This design comes from an exercise in tuning for small area and a short achievable clock period on the open sky130 flow, not from production work. No run shown here included a check of the RTL's function; only the layout flow was run.

$ cat flow/flow/run.sh
#!/bin/bash
# Standard layout, with plain buffers on the ports; timing repair also works on paths with less
# than 98.8 ns of slack (the input port paths), which set the achieved period.
set -euo pipefail
bash standard.sh BUFFER_PORTS_ARGS="-buffer_cell sky130_fd_sc_hd__buf_1" SETUP_SLACK_MARGIN=98.8 CTS_ARGS="-sink_clustering_enable -repair_clock_nets -dont_use_dummy_load -root_buf sky130_fd_sc_hd__clkbuf_16 -buf_list sky130_fd_sc_hd__clkbuf_8" finish > make_finish.log 2>&1
$ cat flow/standard.sh
#!/bin/bash
# synth_recipe.tcl (not shown) runs the flow's synth.tcl, then flattens the netlist and writes it again
# the make line also repeats each setting of config.mk as NAME=value (left out here)
make -C /OpenROAD-flow-scripts/flow DESIGN_CONFIG=/design/flow/config.mk WORK_HOME=/design/flow/orfs CLKGATE_MAP_FILE= SYNTH_SCRIPT=/design/flow/synth_recipe.tcl "${@:-finish}"
$ cat flow/config.mk
export PLATFORM = sky130hd
export DESIGN_NAME = md_unit
export DESIGN_NICKNAME = md_unit
export VERILOG_FILES = /design/flow/design.v
export SDC_FILE = /design/flow/constraint.sdc
export NUM_CORES = 4
export LEC_CHECK = 0
export ABC_AREA = 1
export CAP_MARGIN = 20
export CORE_MARGIN = 2
export CORE_UTILIZATION = 40
export SLEW_MARGIN = 20
$ cat flow/constraint.sdc
create_clock -name core_clock -period 125.0 [get_ports {clk}]
set_input_delay 25.0000 -clock core_clock [delete_from_list [all_inputs] [get_ports {clk}]]
set_output_delay 25.0000 -clock core_clock [all_outputs]
set_load 0.01 [all_outputs]
$ cat flow/design.v
package mdu_pkg;
  localparam int CNT_W = 4;
  localparam int MULT_CYCLES_DEF = 5;
  localparam int DIV_CYCLES_DEF = 10;
  localparam logic [3:0] MD_NOP   = 4'd0;
  localparam logic [3:0] MD_MULT  = 4'd1;
  localparam logic [3:0] MD_MULTU = 4'd2;
  localparam logic [3:0] MD_DIV   = 4'd3;
  localparam logic [3:0] MD_DIVU  = 4'd4;
  localparam logic [3:0] MD_MTHI  = 4'd5;
  localparam logic [3:0] MD_MTLO  = 4'd6;
  localparam logic [3:0] MD_MADD  = 4'd7;
  localparam logic [3:0] MD_MADDU = 4'd8;
  localparam logic [3:0] MD_MSUB  = 4'd9;
  localparam logic [3:0] MD_MSUBU = 4'd10;
endpackage
  function automatic logic is_madd_op(input logic [3:0] op);
    is_madd_op = 1'b0;
  endfunction
  function automatic logic is_mul_op(input logic [3:0] op);
    is_mul_op = op == mdu_pkg::MD_MULT || op == mdu_pkg::MD_MULTU || is_madd_op(op);
  endfunction
  function automatic logic is_div_op(input logic [3:0] op);
    is_div_op = op == mdu_pkg::MD_DIV || op == mdu_pkg::MD_DIVU;
  endfunction
  function automatic logic is_signed_op(input logic [3:0] op);
    is_signed_op = op == mdu_pkg::MD_MULT || op == mdu_pkg::MD_DIV ||
                   op == mdu_pkg::MD_MADD || op == mdu_pkg::MD_MSUB;
  endfunction
module md_rip #(
  parameter int N = 8
) (
  input  logic [N-1:0] x,
  input  logic [N-1:0] y,
  input  logic         ci,
  output logic [N-1:0] s,
  output logic         co
);
  logic [N:0] c;
  assign c[0] = ci;
  genvar j;
  generate
    for (j = 0; j < N; j++) begin : g_bit
      assign s[j]   = x[j] ^ y[j] ^ c[j];
      assign c[j+1] = (x[j] & y[j]) | (x[j] & c[j]) | (y[j] & c[j]);
    end
  endgenerate
  assign co = c[N];
endmodule
module md_add #(
  parameter int N = 35,
  parameter int L = 5
) (
  input  logic [N-1:0] x,
  input  logic [N-1:0] y,
  input  logic         ci,
  output logic [N-1:0] s
);
  localparam int K = (N + L - 1) / L;
  logic [K:0] c;
  assign c[0] = ci;
  genvar k, j;
  generate
    for (k = 0; k < K; k++) begin : g_seg
      localparam int LO = k * L;
      localparam int HI = ((k + 1) * L > N) ? N : (k + 1) * L;
      localparam int W = HI - LO;
      if (k == 0) begin : g_first
        md_rip #(.N(W)) u_rip (.x(x[HI-1:LO]), .y(y[HI-1:LO]), .ci(c[0]), .s(s[HI-1:LO]), .co(c[1]));
      end else begin : g_inc
        logic [W-1:0] s0;
        logic         c0;
        logic [W:0]   t;
        md_rip #(.N(W)) u_rip (.x(x[HI-1:LO]), .y(y[HI-1:LO]), .ci(1'b0), .s(s0), .co(c0));
        assign t[0] = 1'b1;
        for (j = 0; j < W; j++) begin : g_bit
          assign t[j+1]   = t[j] & s0[j];
          assign s[LO+j]  = s0[j] ^ (c[k] & t[j]);
        end
        assign c[k+1] = c0 | (c[k] & t[W]);
      end
    end
  endgenerate
endmodule
module md_sel (
  input  logic [32:0] b33,
  input  logic        nz,
  input  logic        m,
  input  logic        neg,
  output logic [34:0] y
);
  logic s0, s1;
  assign s0 = nz & !m;
  assign s1 = nz & m;
  assign y  = (({{2{b33[32]}}, b33} & {35{s0}}) | ({b33[32], b33, 1'b0} & {35{s1}})) ^ {35{neg}};
endmodule
module md_row (
  input  logic [34:0] x,
  input  logic [32:0] b33,
  input  logic        nz,
  input  logic        m,
  input  logic        neg,
  output logic [34:0] s
);
  logic [34:0] y;
  md_sel u_sel (.b33(b33), .nz(nz), .m(m), .neg(neg), .y(y));
  md_add #(.N(35), .L(6)) u_add (.x(x), .y(y), .ci(neg), .s(s));
endmodule
module md_row1 (
  input  logic [34:0] x,
  input  logic [32:0] b33,
  input  logic        nz_a,
  input  logic        m_a,
  input  logic        neg_a,
  input  logic        nz_b,
  input  logic        m_b,
  input  logic        neg_b,
  output logic [36:0] s
);
  logic [34:0] ya, yb;
  logic [36:0] p, q, r, sum, car;
  md_sel u_sela (.b33(b33), .nz(nz_a), .m(m_a), .neg(neg_a), .y(ya));
  md_sel u_selb (.b33(b33), .nz(nz_b), .m(m_b), .neg(neg_b), .y(yb));
  assign p   = {{2{x[34]}}, x};
  assign q   = {{2{ya[34]}}, ya};
  assign r   = {yb, neg_b, neg_b};
  assign sum = p ^ q ^ r;
  assign car = {(p[35:0] & q[35:0]) | (p[35:0] & r[35:0]) | (q[35:0] & r[35:0]), neg_b};
  md_add #(.N(37), .L(6)) u_add (.x(sum), .y(car), .ci(neg_a), .s(s));
endmodule
module md_unit #(
  parameter int MULT_CYCLES = mdu_pkg::MULT_CYCLES_DEF,
  parameter int DIV_CYCLES  = mdu_pkg::DIV_CYCLES_DEF
) (
  input  logic        clk,
  input  logic        reset_n,
  input  logic        start,
  input  logic [3:0]  op,
  input  logic [31:0] a,
  input  logic [31:0] b,
  output logic        busy,
  output logic [31:0] hi,
  output logic [31:0] lo
);
  function automatic logic is_madd_op(input logic [3:0] op);
    is_madd_op = 1'b0;
  endfunction
  function automatic logic is_mul_op(input logic [3:0] op);
    is_mul_op = op == mdu_pkg::MD_MULT || op == mdu_pkg::MD_MULTU || is_madd_op(op);
  endfunction
  function automatic logic is_div_op(input logic [3:0] op);
    is_div_op = op == mdu_pkg::MD_DIV || op == mdu_pkg::MD_DIVU;
  endfunction
  function automatic logic is_signed_op(input logic [3:0] op);
    is_signed_op = op == mdu_pkg::MD_MULT || op == mdu_pkg::MD_DIV ||
                   op == mdu_pkg::MD_MADD || op == mdu_pkg::MD_MSUB;
  endfunction
  logic [mdu_pkg::CNT_W-1:0] cnt;
  logic        run;       
  logic        idle;
  logic        mulm;      
  logic        bneg;      
  logic        aneg;      
  logic [31:0] dreg;      
  logic [35:0] whi;       
  logic [31:0] wlo;       
  logic        mprev;     
  logic [2:0]  qtop;      
  logic        last;
  logic        first;
  logic        qneg;
  logic [32:0] b33;
  logic [34:0] x1, x2, x3;
  logic [36:0] s1;
  logic [34:0] s2, s3;
  logic        p1, p2, p3;
  logic [3:1]  q;
  logic [2:0]  da, db, d2, d3;
  logic        nza, ma, nega, nzb, mb, negb;
  logic        nz2, m2, neg2, nz3, m3, neg3;
  logic [2:0]  ntop, dlow, qs, rs;
  logic        dsmall;
  logic        rneg_fin;
  logic        c;
  logic        kill, h_a, h_mul, h_s3, h_s2, h_hold, l_a, l_mul, l_div, l_hold;
  logic        inc;
  logic [31:0] quo;
  logic [31:0] qpre;
  logic [31:0] lres;
  logic        dz;
  logic        commit;
  logic        go;
  logic        sel_mthi, sel_mtlo;
  assign run   = !idle;
  assign last  = cnt == mdu_pkg::CNT_W'(1);
  assign first = cnt == mdu_pkg::CNT_W'(DIV_CYCLES);
  assign qneg  = aneg ^ bneg;
  assign b33   = {bneg, dreg};
  assign ntop   = wlo[31:29] ^ {3{aneg}};
  assign dlow   = bneg ? 3'(~dreg[2:0] + 3'd1) : dreg[2:0];
  assign dsmall = bneg ? (&dreg[31:3] && dreg[2:0] != 3'd0) : (dreg[31:3] == 29'd0 && dreg[2:0] != 3'd0);
  logic [1:0]  tx2;
  logic [2:0]  tx3;
  logic        tr1;
  logic [1:0]  tr2;
  assign qs[2] = dsmall & (dlow == 3'd1) & ntop[2];
  assign tr1   = ntop[2] & !qs[2];
  assign tx2   = {tr1, ntop[1]};
  assign qs[1] = dsmall & !dlow[2] & (tx2 >= dlow[1:0]);
  assign tr2   = qs[1] ? tx2 - dlow[1:0] : tx2;
  assign tx3   = {tr2, ntop[0]};
  assign qs[0] = dsmall & (tx3 >= dlow);
  assign rs    = qs[0] ? tx3 - dlow : tx3;
  assign da = (mulm & last) ? {aneg, aneg, mprev} : {wlo[1], wlo[0], mprev};
  assign db = wlo[3:1];
  assign d2 = wlo[5:3];
  assign d3 = wlo[7:5];
  assign x1 = {whi[35], whi[35:6], whi[5:3] ^ (rs & {3{first & !mulm}}), mulm ? whi[2] : wlo[28]};
  assign p1 = x1[34];
  assign nza  = mulm ? !(da == 3'b000 || da == 3'b111) : 1'b1;
  assign ma   = mulm & (da == 3'b011 || da == 3'b100);
  assign nega = mulm ? da[2] : !p1 ^ bneg;
  assign nzb  = mulm & !last & !(db == 3'b000 || db == 3'b111);
  assign mb   = db == 3'b011 || db == 3'b100;
  assign negb = nzb & db[2];
  md_row1 u_row1 (.x(x1), .b33(b33), .nz_a(nza), .m_a(ma), .neg_a(nega),
    .nz_b(nzb), .m_b(mb), .neg_b(negb), .s(s1));
  assign q[1] = !s1[36] ^ bneg;
  assign x2 = ({{2{s1[36]}}, s1[36:4]} & {35{mulm}}) | ({s1[33:0], wlo[27]} & {35{!mulm}});
  assign p2 = s1[36];
  assign nz2  = mulm ? !(d2 == 3'b000 || d2 == 3'b111) : 1'b1;
  assign m2   = mulm & (d2 == 3'b011 || d2 == 3'b100);
  assign neg2 = mulm ? d2[2] : !p2 ^ bneg;
  md_row u_row2 (.x(x2), .b33(b33), .nz(nz2), .m(m2), .neg(neg2), .s(s2));
  assign q[2] = !s2[34] ^ bneg;
  assign x3 = ({{2{s2[34]}}, s2[34:2]} & {35{mulm}}) | ({s2[33:0], wlo[26]} & {35{!mulm}});
  assign p3 = s2[34];
  assign nz3  = mulm ? !(d3 == 3'b000 || d3 == 3'b111) : 1'b1;
  assign m3   = mulm ? (d3 == 3'b011 || d3 == 3'b100) : last;
  assign neg3 = mulm ? d3[2] : !p3 ^ bneg;
  md_row u_row3 (.x(x3), .b33(b33), .nz(nz3), .m(m3), .neg(neg3), .s(s3));
  assign q[3] = !s3[34] ^ bneg;
  assign rneg_fin = s2[34];
  assign c    = rneg_fin ? s3[34:1] == 34'd0 : s2[32:0] == 33'd0;
  assign inc  = qneg ^ (aneg & c);
  assign quo  = {qtop, wlo[26:0], q[1], q[2]};
  assign qpre[0] = 1'b1;
  assign qpre[1] = 1'b1;
  assign qpre[2] = 1'b1;
  genvar gk;
  generate
    for (gk = 3; gk < 32; gk++) begin : g_qpre
      assign qpre[gk] = qpre[gk-1] & quo[gk-1];
    end
  endgenerate
  assign lres = quo ^ ({32{inc}} & qpre & {{30{quo[1] & quo[0]}}, quo[0], 1'b1});
  assign kill     = aneg & c;
  assign h_a      = sel_mthi;
  assign h_mul    = commit & mulm;
  assign h_s3     = commit & !mulm & (rneg_fin ^ aneg) & !kill;
  assign h_s2     = commit & !mulm & !(rneg_fin ^ aneg) & !kill;
  assign h_hold   = !sel_mthi & !commit;
  assign l_a      = sel_mtlo;
  assign l_mul    = commit & mulm;
  assign l_div    = commit & !mulm;
  assign l_hold   = !sel_mtlo & !commit;
  assign dz   = dreg == 32'd0;
  assign commit = run & last & (mulm | !dz);
  assign go = start & !run;
  assign sel_mthi = go && op == mdu_pkg::MD_MTHI;
  assign sel_mtlo = go && op == mdu_pkg::MD_MTLO;
  always_ff @(posedge clk or negedge reset_n) begin
    if (!reset_n) begin
      cnt  <= '0;
      busy <= 1'b0;
      idle <= 1'b1;
      hi   <= '0;
      lo   <= '0;
    end else begin
      if (run) begin
        cnt <= cnt - mdu_pkg::CNT_W'(1);
        if (last) begin
          busy <= 1'b0;
          idle <= 1'b1;
        end
      end else if (start && (is_mul_op(op) || is_div_op(op))) begin
        cnt  <= (op[1] ^ op[0]) ? mdu_pkg::CNT_W'(MULT_CYCLES) : mdu_pkg::CNT_W'(DIV_CYCLES);
        busy <= 1'b1;
        idle <= 1'b0;
      end
      hi <= (a & {32{h_a}}) | (s1[31:0] & {32{h_mul}}) | (s3[32:1] & {32{h_s3}}) |
            (s2[31:0] & {32{h_s2}}) | (hi & {32{h_hold}});
      lo <= (a & {32{l_a}}) | (wlo & {32{l_mul}}) | (lres & {32{l_div}}) | (lo & {32{l_hold}});
    end
  end
  always_ff @(posedge clk) begin
    if (!run) begin
      mulm  <= op[1] ^ op[0];
      bneg  <= op[0] & b[31];
      aneg  <= op[0] & a[31];
      dreg  <= b;
      whi   <= {{33{op[1] & op[0] & a[31]}}, 3'b000};
      wlo   <= a;
      mprev <= 1'b0;
    end else begin
      whi   <= mulm ? {s3[34], s3} : {s3[32:0], 3'b000};
      wlo   <= mulm ? {s3[1:0], s2[1:0], s1[3:0], wlo[31:8]}
                    : {wlo[28:0], q[1], q[2], q[3]};
      mprev <= wlo[7];
    end
    if (run && first && !mulm) qtop <= qs ^ {3{qneg}};
  end
endmodule
==> notes.md, run 1 <==
* Status: complete, no violations
* Final Skew at 47.6 ps
* Post-synth EDFFs at 38
* Minimum clock period at roughly 26000 ps
* Synthesized area at roughly 0.017 mm2
* Fmax at about 38 MHz
* Buffers on Ports at approximately 140
* Die width at between 200 and 250 um
* Slew @ Worst Pin at approximately 1200 ps
* Detailed Routing Iterations Pass 1 at 6
* Routability cong. at 0.925
* Filler cells at between 4000 and 5000
* First-pass GRT wire length at between 90000 and 100000 um
* DRC at 0
* Tot GR Track Use at just under 30%
* Fraction of layout cells with a size suffix above 1 at under 10%
* Initial core utilization at about 40%
* H-Tree Depth at 4
* Worst Setup Path Type: input pin to flip-flop
* Cells after synthesis at 2236
* Sink Count at ~180
* Setup TNS at 0 ps
* Synth async-reset ratio at 40.0%
* CP Max Fanout at 16
* Critical path capture point type: flip-flop
* Antenna Nets Post-Route at 0
* Antenna diode instance count at 0
* Mean cell area of the mapped netlist at 7.77 um2
* Vias in the first global route at 16000
* CTS buffer count at 17
* Main flop type after synthesis: dfrtp_1
* DR iter-0 viols at about 1800
* Worst slew margin at approximately a fifth
* Crit path required time at about 130000 ps
* FF+latch count, synth at around 180
* Yosys warnings at 1
* Min-Delay Path Class: flip-flop to flip-flop
* Via count at 16700
* Final Slew Violations at 0
* Commonest non-fill, non-tap cell in the layout: nand2_1
* Final period util at 20.9%
* Worst-Skew Late Latency at about 440 ps
* FF+latch area at ~0.0042 mm2
* Largest net degree at the start of global routing at between 70 and 80
* Post-route insts no fill at just under 3000
* Clock transition at path regs at between 100 and 150 ps
* Post-DP HPWL at approximately 50000 um
* # setup viols final at 0
* Max Root-Sink Buffers at 2
* CTS root buffer: clkbuf_16
* Global route overflow at 0
* Core Region at 0.0430 mm2
* Die area at roughly 0.045 mm2
* Hold buffer count at cts at 0
* Die height at around 210 um
* CTS tree: done
* Vias per Instance at between 5 and 6
* Layout Nets at roughly 2600
* I/O Pins at roughly 140
* Maxcap violations at 0
* Initial antenna violation count at 1
* Avg WL per Cell at about 22 um
* Post-Place Cells at approximately 2900
* Post-synthesis sequential area ratio at about 24%
* Area grow syn2layout at 8.71%
* Leading cell types in the layout, fill and taps excluded: 453 x nand2_1, 354 x inv_1, 140 x o22ai_1, 133 x buf_1, 124 x fa_1
* Startpoint Class: input pin
* Routed WL at between 60000 and 70000 um
* Syn_nets at roughly 2500
* CP arrival at 26400 ps
* Area of the multi-input gates at between 0.01 and 0.015 mm2
* RSZ-0062 raised after global routing: true
* # rows at 76
* Final hold viol count at 0
* Synth cell types at 61
==> state kept, by name, indices dropped and copies added (netlist names), 3 cells and up <==
name / cells
qtop: 3
whi: 34
hi: 32
wlo: 32
cnt: 4
lo: 32
dreg: 32
==> repair_timing <==
action	CTS	global route
buffers inserted	3	5
gates resized for setup	15	7
pin swaps	1	2
setup endpoints to repair	64	18
gates cloned	1	1
endpoints found under the hold margin	0	0
==> through the flow <==
stage,instance area (um2),setup slack (ps),hold WS [ps],util [%]
floorplan,17400,98800,436,-
global placement,18400,97830,481,42.9
detailed placement,18400,97740,498,42.9
CTS,18800,98790,507,43.7
global route,18900,98800,546,43.9
finish,18900,98860,508,43.9
==> synth_stat cells (21+ instances only) <==
cell,number,area (um2)
a21oi_1,21,105
a22oi_1,22,165
clkbuf_1,71,267
clkinv_1,23,86.3
dfrtp_1,69,1730
dfxtp_1,67,1340
edfxtp_1,38,1140
fa_1,124,2480
ha_1,46,576
inv_1,356,1340
nand2_1,456,1710
nand2_2,36,225
nand3_1,109,546
nand4_1,74,463
nor2_1,78,293
o21ai_0,77,385
o221ai_1,75,657
o22ai_1,140,876
xnor2_1,85,744
xor2_1,88,771
==> critical path: stages <==
cell and delay (ps):
buf_1 130, inv_1 80, ha_1 200, inv_1 70
nor2_2 50, nand2_4 160, buf_6 220, o22ai_1 100
a21oi_1 280, nand3_1 110
==> kinds of logic after synthesis <==
| family | Yosys count | synth area share (%) |
|---|---|---|
| AOI/OAI and AO/OA | 377 | 14.6 |
| xor gates and xnor gates | 173 | 8.73 |
| adders and majority gates | 170 | 17.6 |
| buffers and inverters | 498 | 11.1 |
| DFF | 175 | 24.4 |
| muxes | 2 | 0.123 |
| and+or+nand+nor | 841 | 23.4 |
==> routing by layer <==
metal	GRT usage (%)	part of all wire, %	vias up
met1	41.5	44	8133
met2	43.0	43	829
met3	5.02	9.3	115
met4	12.3	4.1	0
li1	-	-	7591
met5	0	0	-
==> path summary, 6_finish.rpt <==
| path | slack, ps | depth (start not counted) | startpoint | end |
|---|---|---|---|---|
| min reg2reg | 510 | 2 | wlo[16]$_DFF_P_ | wlo[8]$_DFF_P_ |
| max in group asynchronous | 99640 | 1 | reset_n | hi[1]$_DFF_PN0_ |
| max | 98860 | 10 | op[1] | hi[29]$_DFF_PN0_ |
| min in group asynchronous | 24710 | 1 | reset_n | lo[8]$_DFF_PN0_ |
| min | 510 | 2 | wlo[16]$_DFF_P_ | wlo[8]$_DFF_P_ |
| max reg2reg | 102020 | 123 | dreg[31]$_DFFE_PP_ | lo[1]$_DFF_PN0_ |
==> area by class of cell <==
cell class                 count  share of cell area (%)
clock buffer                  17                    1.30
inverter                     389                    7.85
multi-input combinational   1564                    60.1
sequential                   175                    22.4
tap                          585                    3.88
timing repair buffer         171                    4.45
==> run 2: changes to the inputs <==
==> flow/flow/run.sh (replaced) <==
#!/bin/bash
# Standard layout, with plain buffers on the ports; timing repair also works on paths with less
# than 98.8 ns of slack (the input port paths), which set the achieved period.
set -euo pipefail
bash standard.sh BUFFER_PORTS_ARGS="-buffer_cell sky130_fd_sc_hd__buf_1" SETUP_SLACK_MARGIN=98.8 CTS_ARGS="-sink_clustering_enable -repair_clock_nets -dont_use_dummy_load -root_buf sky130_fd_sc_hd__clkbuf_16 -buf_list {sky130_fd_sc_hd__clkbuf_8 sky130_fd_sc_hd__clkbuf_16}" finish > make_finish.log 2>&1
==> run 2 against run 1 <==
Against the previous run: non-clock buffer count down 3; clock skew down 18 ps; wire length fell by 0.25%; highest routed layer unchanged; worst setup slack worse by 27 ps; maximum frequency decreased by 0.10%.
==> notes.md, run 2 <==
* Status: complete, no violations (unchanged)
* Largest family of logic cells by synthesized area: simple AND/OR/NAND/NOR gates (unchanged)
* CTS root buffer: clkbuf_16 (unchanged)
* Post-synth EDFFs at 38 (unchanged)
* Initial antenna violation count at 1 (unchanged)
* Die width at 212 um (unchanged)
* Clock transition at path regs at 80 ps (was 120 ps)
* Synth async-reset ratio at 40.0% (unchanged)
* Reg2reg path depth at 123 (unchanged)
* CTS tree: done (unchanged)
* Compound-Gate Fraction of Synth Area at 14.6% (unchanged)
* Global route overflow at 0 (unchanged)
* Minimum clock period at 26160 ps (was 26140 ps)
* Critical path capture point type: flip-flop (unchanged)
* Post-DP HPWL at 49800 um (unchanged)
* Tot GR Track Use at 29.0% (about the same)
* Detailed Routing Iterations Pass 1 at 5 (was 6)
* Hold EP: lo[0]$_DFF_PN0_ (was wlo[8]$_DFF_P_)
* Core Region at 0.0430 mm2 (unchanged)
* Min-Delay Startpoint: lo[0]$_DFF_PN0_ (was wlo[16]$_DFF_P_)
* CP cell instances: buf_2 > inv_1 > ha_1 > inv_1 > nor2_4 > buf_4 > buf_12 > nand2_4 > a32o_1 > a21oi_1 > nand2_1 (was buf_1 > inv_1 > ha_1 > inv_1 > nor2_2 > nand2_4 > buf_6 > o22ai_1 > a21oi_1 > nand3_1)
* CP arrival at 26530 ps (was 26400 ps)
* Crit path required time at 125370 ps (was 125270 ps)
* DP Worst Slack at 97740 ps (unchanged)
* Setup TNS at 0 ps (unchanged)
* Worst Setup Path Type: input pin to flip-flop (unchanged)
* Cells after synthesis at 2236 (unchanged)
* Critical path depth at 11 (was 10)
* Worst-Skew Late Latency at 470 ps (was 440 ps)
* Post-Place Cells at 2874 (unchanged)
* Initial core utilization at 40.4% (unchanged)
* CP bufs+invs at 5 (was 4)
* Synthesized area at 0.0174 mm2 (unchanged)
* Vias in the first global route at 16000 (about the same)
* Post-route insts no fill at 2898 (was 2901)
* Area share of the largest cell type after synthesis at 14.3% (unchanged)
* Antenna Nets Post-Route at 0 (unchanged)
* Routability cong. at 0.925 (unchanged)
* Startpoint Class: input pin (unchanged)
* Min-Delay Path Class: flip-flop to flip-flop (unchanged)
* Most numerous cell in the Yosys netlist: nand2_1 (unchanged)
* Buffers on Ports at 135 (unchanged)
* Largest net degree at the start of global routing at 71 (unchanged)
* Largest register FFs at 34 (unchanged)
* Max Root-Sink Buffers at 2 (unchanged)
* Final period util at 20.9% (about the same)
* # setup viols final at 0 (unchanged)
* First-pass GRT wire length at 97400 um (was 97500 um)
* CTS buffer count at 17 (unchanged)
* Layout Nets at 2556 (was 2559)
* Slew @ Worst Pin at 1150 ps (was 1170 ps)
* XOR/XNOR Fraction of Synth Area at 8.73% (unchanged)
* Avg WL per Cell at 22.4 um (was 22.5 um)
* DRC at 0 (unchanged)
* Area leader, netlist: fa_1 (unchanged)
* Top reg by flops: whi (unchanged)
* CP delay by family, top: buffers and inverters (unchanged)
* I/O Pins at 136 (unchanged)
* Via count at 16700 (about the same)
* Final Skew at 29.9 ps (was 47.6 ps)
* Main flop type after synthesis: dfrtp_1 (unchanged)
* Area grow syn2layout at 9.59% (was 8.71%)
* Simple logic cell fraction of the synthesized area at 23.4% (unchanged)
* Top cells by count, synth: 456 x nand2_1, 356 x inv_1, 140 x o22ai_1, 124 x fa_1, 109 x nand3_1 (unchanged)
* Leading cell types in the layout, fill and taps excluded: 453 x nand2_1, 354 x inv_1, 140 x o22ai_1, 133 x buf_1, 124 x fa_1 (unchanged)
* Slowest-stage cell, CP: a32o_1 (was a21oi_1)
* PnR worst setup slack at 98840 ps (was 98860 ps)
* Vias per Instance at 5.76 (was 5.75)
* Fin util at 44.3% (was 43.9%)
* CP max stage delay at 310 ps (was 280 ps)
* Final Slew Violations at 0 (unchanged)
* Die area at 0.0451 mm2 (unchanged)
* Worst r2r dst: lo[1]$_DFF_PN0_ (unchanged)
* CP Max Fanout at 13 (was 16)
* Yosys warnings at 1 (unchanged)
* R2r setup slk at 102050 ps (was 102020 ps)
* H-Tree Depth at 4 (unchanged)
* Die height at 212 um (unchanged)
* Final hold viol count at 0 (unchanged)
* Fraction of layout cells with a size suffix above 1 at 8.26% (was 8.42%)
* Sink Count at 175 (unchanged)
* Worst reg2reg startpoint: dreg[29]$_DFFE_PP_ (was dreg[31]$_DFFE_PP_)
* Post-synthesis adder-cell area fraction at 17.6% (unchanged)
* Top post-synthesis cells by area: fa_1 14%, dfrtp_1 9.9%, nand2_1 9.9% (unchanged)
* Antenna diode instance count at 0 (unchanged)
* Mean cell area of the mapped netlist at 7.77 um2 (unchanged)
* Maxcap violations at 0 (unchanged)
* Post-synthesis sequential area ratio at 24.4% (unchanged)
* Multiplexer area fraction after synthesis at 0.123% (unchanged)
* Syn_nets at 2477 (unchanged)
* # rows at 76 (unchanged)
* DR iter-0 viols at 1810 (was 1771)
* Hold path depth at 2 (unchanged)
* Worst slew margin at 22.9% (was 21.1%)
* Fmax at 38.2 MHz (was 38.3 MHz)
* FF+latch count, synth at 175 (unchanged)
* Routed WL at 65000 um (was 65200 um)
* RSZ-0062 raised after global routing: true (unchanged)
* CP most frequent cell: inv_1 (unchanged)
* Commonest non-fill, non-tap cell in the layout: nand2_1 (unchanged)
* Synth cell types at 61 (unchanged)
[run 2: repair_timing]
action | CTS | global route
endpoints found under the setup margin | 64 | 34
gates resized for setup | 12 | 9
hold buffers | 0 | 0
buffers inserted | 2 | 3
pin swaps | 1 | 2
gates cloned | 1 | 1
[run 2: how the worst max path moves through the flow]
| stage | from | end | slack (ps) |
|---|---|---|---|
| finish | op[0] | lo[31]$_DFF_PN0_ | 98840 |
| detailed placement | op[0] | hi[14]$_DFF_PN0_ | 97740 |
| CTS | op[1] | hi[14]$_DFF_PN0_ | 98790 |
| global route | op[0] | lo[31]$_DFF_PN0_ | 98750 |
| global placement | op[0] | hi[14]$_DFF_PN0_ | 97830 |
| floorplan | op[1] | hi[12]$_DFF_PN0_ | 98800 |
[run 2: worst min-delay path: stages (launching register included)]
cell,delay [ps]
dfrtp_1,350
nand2_1,60
nand3_1,70
[run 2: through the flow]
| step | hold slack [ps] | area [um2] |
|---|---|---|
| floorplan | 436 | 17400 |
| global placement | 481 | 18400 |
| detailed placement | 498 | 18400 |
| CTS | 507 | 18900 |
| global route | 541 | 19000 |
| finish | 508 | 19000 |
[run 2: kinds of logic (layout without fill, tap and decap cells)]
| family | count (synthesis) | after routing |
|---|---|---|
| buffers and inverters | 498 | 574 |
| AO/OA/AOI/OAI | 377 | 377 |
| XOR/XNOR | 173 | 173 |
| adder cells (fa/ha/maj) | 170 | 170 |
| multiplexers | 2 | 2 |
| AND/OR/NAND/NOR | 841 | 842 |
| flip-flops | 175 | 175 |
[run 2: area by class of cell]
type | instances | area [um2]
Fill cell | 4464 | 24000
Multi-Input combinational cell | 1564 | 11300
Sequential cell | 175 | 4240
Inverter | 389 | 1480
Timing Repair Buffer | 168 | 818
Tap cell | 585 | 732
Clock buffer | 17 | 425
[run 2: routing by layer]
metal,share of wire [%],vias to the layer above,global-route usage (%)
li1,-,7579,-
met1,44,8170,41.4
met2,43,835,43.8
met3,9.5,114,5.07
met4,3.4,0,10.8
met5,0,-,0

[static timing again, ports no longer ideal]
The results above use ideal ports. As a check the final layouts listed here were re-extracted and re-timed, cells and wires unchanged.
Step 1 assumes that a clkbuf_16 drives the clock port and a buf_2 every other input.
Step 2, shift: input delay + t, output delay - t, t = (earliest + latest rising clock arrival at the registers) / 2. This alone moves slack from input paths to output paths.
Three values: ideal ports, drivers, drivers and shift; two values: the first two.
run	t (ns)	setup slack, ns	worst slew at a driven data input, ns	pins driven straight from the clock port
run 1	0.474	98.864 / 98.900 / 98.426	0.05	1
run 2	0.521	98.838 / 98.873 / 98.361	0.05	1
After both steps setup and hold are still met in every run listed. The setup slack of run 2, which loses most, moves by +0.035 ns with the drivers and by -0.477 ns with both steps.
